This is an optimization exercise on Yosys and OpenROAD, whose aim is small area, a short achievable clock period and few clock cycles per item, not a production implementation. In this exercise RTL edits were held to simulation tests only and were not proved equivalent to the original.

Design fp32_truncating_alu_top, start of the top module:
module fp32_truncating_alu_top
(
   input  wire logic        clock,
   input  wire logic        reset,
   input  wire logic        req_tvalid,
   output logic             req_tready,
   input  wire logic [71:0] req_tdata,
   output logic             rsp_tvalid,
   input  wire logic        rsp_tready,
   output logic [39:0]      rsp_tdata
);
For scale: about 8,900 cells after synthesis, ~1,100 flip-flops.
clock: 12.0 ns
lec_check: 0
abc_area: 1
abc_clock_period_in_ps: 4500
cap_margin: 20
core_margin: 2
core_utilization: 40
slew_margin: 20
standard.sh (not shown) runs the stock make flow with config.mk's settings and CLKGATE_MAP_FILE= SYNTH_SCRIPT=/design/flow/synth_recipe.tcl, a recipe that flattens the netlist after the stock synthesis.
==> flow/flow/run.sh <==
#!/bin/bash
# Standard layout, with timing repair aiming below the clock period: repair
# works on every path with less than SETUP_SLACK_MARGIN ns of slack.
set -euo pipefail
bash standard.sh SETUP_SLACK_MARGIN=7.5 finish > standard_flow.log 2>&1
Testbench counts at the start, summed over its fixed seeds: cycles 16,080, items 16,000.
==> next run, changes <==
ABC_AREA = not set   (was 1)
Outcome:
- The changed run produced a clean layout
- setup slack degrades by 0.73 ns
- via count went up by roughly a tenth
- utilization came out higher by 1.6 points
- synthesized area increases by a little under a tenth
==> next run, changes <==
ABC_AREA = 1   (was not set)
ABC_CLOCK_PERIOD_IN_PS = not set   (was 4500)
CTS_BUF_LIST = sky130_fd_sc_hd__clkbuf_8   (was not set)
CTS_CLUSTER_SIZE = 20   (was not set)
Global-route usage barely changes.
Die area went down by 6.8%.
Hold slack is worse by 0.027 ns.
Synthesized area fell by 6.9%.
Non-clock buffer count decreases by 228.
Critical path depth fell by 14.
==> next run, changes <==
--- a/flow/flow/run.sh
+++ b/flow/flow/run.sh
@@ -5 +5 @@
-bash standard.sh SETUP_SLACK_MARGIN=7.5 finish > standard_flow.log 2>&1
+bash standard.sh SETUP_SLACK_MARGIN=7.75 finish > standard_flow.log 2>&1
CTS_BUF_LIST = not set   (was sky130_fd_sc_hd__clkbuf_8)
CTS_CLUSTER_SIZE = not set   (was 20)
What happened:
- The new run produced a clean layout
- cell area climbs by 4.8%
- via count climbs by 1.6%
- synthesized cell count is unchanged
- fmax climbs by 2.8%
==> next run, changes <==
--- a/flow/flow/run.sh
+++ b/flow/flow/run.sh
@@ -5 +5 @@
-bash standard.sh SETUP_SLACK_MARGIN=7.75 finish > standard_flow.log 2>&1
+bash standard.sh SETUP_SLACK_MARGIN=7.5 finish > standard_flow.log 2>&1
- final area came out lower by a few percent
- sequential cell count does not change
- maximum frequency falls by a few percent
- clock-buffer cell count went up by 5
- synthesized area does not change
- first-iteration DRC count goes up by about a fifth

---

## alpha
fp32_truncating_alu_top again, from the RTL that the note above started with.
==> flow/config.mk <==
export PLATFORM = sky130hd
export DESIGN_NAME = fp32_truncating_alu_top
export DESIGN_NICKNAME = fp32_truncating_alu_top
export VERILOG_FILES = /design/flow/design.v
export SDC_FILE = /design/flow/constraint.sdc
export NUM_CORES = 4
export LEC_CHECK = 0
export ABC_AREA = 1
export CAP_MARGIN = 20
export CORE_MARGIN = 2
export CORE_UTILIZATION = 40
export SLEW_MARGIN = 20
==> flow/constraint.sdc <==
create_clock -name core_clock -period 12.0 [get_ports {clock}]
set_input_delay 2.4000 -clock core_clock [delete_from_list [all_inputs] [get_ports {clock}]]
set_output_delay 2.4000 -clock core_clock [all_outputs]
set_load 0.01 [all_outputs]
==> flow/flow/run.sh <==
#!/bin/bash
# Standard layout, with timing repair aiming below the clock period: repair
# works on every path with less than SETUP_SLACK_MARGIN ns of slack.
set -euo pipefail
bash standard.sh SETUP_SLACK_MARGIN=7.25 finish > standard_flow.log 2>&1
alpha reached the final stage; the timing, design-rule and antenna checks on its layout passed.
Testbench counts of alpha, summed over its fixed seeds: cycles 16,080, items 16,000.
Input changes introduced in beta (baseline for comparison: alpha):
--- a/flow/flow/run.sh
+++ b/flow/flow/run.sh
@@ -5 +5 @@
-bash standard.sh SETUP_SLACK_MARGIN=7.25 finish > standard_flow.log 2>&1
+bash standard.sh SETUP_SLACK_MARGIN=7.5 finish > standard_flow.log 2>&1
--- a/flow/config.mk
+++ b/flow/config.mk
@@ -11,0 +12 @@
+export GPL_ROUTABILITY_DRIVEN = 0
Findings:
Maximum frequency, alpha and beta, lower one = alpha.
Taking alpha as the reference, in beta cell total after placement flat; global-route track usage on met3 up 0.57 points; setup slack after layout up 0.18 ns; cell area up 1900 um^2; number of different library cells in the post-synthesis netlist flat.
The fraction of area in non-clock buffers number comes out higher for beta vs alpha.
Diff alpha -> beta | time the final worst path needs with I/O delays and setup | decrease of 0.18 ns

---

## JK
fp32_truncating_alu_top, a different RTL version from the one above (not shown whole).
Size in the first run: ~120 I/O pins.
make LEC_CHECK=0 ABC_AREA=1 CAP_MARGIN=20 CORE_MARGIN=2 CORE_UTILIZATION=40 SLEW_MARGIN=20 finish   # period 12.0 ns
run.sh (not shown) runs the stock make flow with config.mk's settings and CLKGATE_MAP_FILE= SYNTH_SCRIPT=/design/flow/synth_recipe.tcl, a recipe that flattens the netlist after the stock synthesis.
Stock flow here: none of the scripts above is used.
Testbench counts of JK, summed over its fixed seeds: cycles 16,120, items 16,000.
### JK -> MS
==> flow/flow/run.sh (new file) <==
#!/bin/bash
# Standard layout, with timing repair aiming below the clock period: repair
# works on every path with less than SETUP_SLACK_MARGIN ns of slack.
set -euo pipefail
bash standard.sh SETUP_SLACK_MARGIN=6.5 finish > standard_flow.log 2>&1
==> flow/standard.sh (new file) <==
#!/bin/bash
# synth_recipe.tcl (not shown) runs the flow's synth.tcl, then flattens the netlist and writes it again
# the make line also repeats each setting of config.mk as NAME=value (left out here)
make -C /OpenROAD-flow-scripts/flow DESIGN_CONFIG=/design/flow/config.mk WORK_HOME=/design/flow/orfs CLKGATE_MAP_FILE= SYNTH_SCRIPT=/design/flow/synth_recipe.tcl "${@:-finish}"
removed: flow/run.sh
--- outcome ---
Going from JK to MS, met2 wire length decreased by 2.3% relative to the old numbers; part of the cycle the worst path needs decreased by 10 points relative to the old numbers; minimum hold slack increased by 0.013 ns relative to the old numbers.

[separate check: timing with driven ports]
How much do the figures lean on ideal ports? The routed layouts below were timed once more, with nothing changed but the port constraints. Step 1 (the two cells are an assumption about what drives the block):
set clk [get_ports {clock}]
set_driving_cell -lib_cell sky130_fd_sc_hd__clkbuf_16 $clk
set_driving_cell -lib_cell sky130_fd_sc_hd__buf_2 [delete_from_list [all_inputs] $clk]
Step 2 also shifts input and output timing later by t, the mid clock arrival at the registers, as if the neighbouring blocks saw the same clock. a / b / c = no drivers / after step 1 / after step 2; a / b = the first two.
run | shift t [ns] | setup slack, ns | worst setup path at the end | pins driven straight from the clock port
the first run of note 1 | 0.889 | 7.489 / 7.489 / 7.415 | input to register | 1
the second run of note 1 | 0.871 | 6.756 / 6.756 / 6.756 | register to register | 1
the third run of note 1 | 1.076 | 7.464 / 7.464 / 7.400 | input to register | 1
the fourth run of note 1 | 0.881 | 7.588 / 7.588 / 7.438 | input to register | 1
the fifth run of note 1 | 0.889 | 7.489 / 7.489 / 7.415 | input to register | 1
alpha | 0.883 | 7.256 / 7.256 / 7.256 | register to register | 1
beta | 0.885 | 7.435 / 7.435 / 7.338 | input to register | 1
JK | 0.915 | 5.549 / 5.549 / 5.549 | register to register | 1
MS | 0.905 | 6.765 / 6.765 / 6.765 | register to register | 1
After both steps setup and hold are still met in every run listed. For the fourth run of note 1, which loses most, drivers alone change the setup slack by 0.000 ns; drivers and shift together by -0.150 ns.
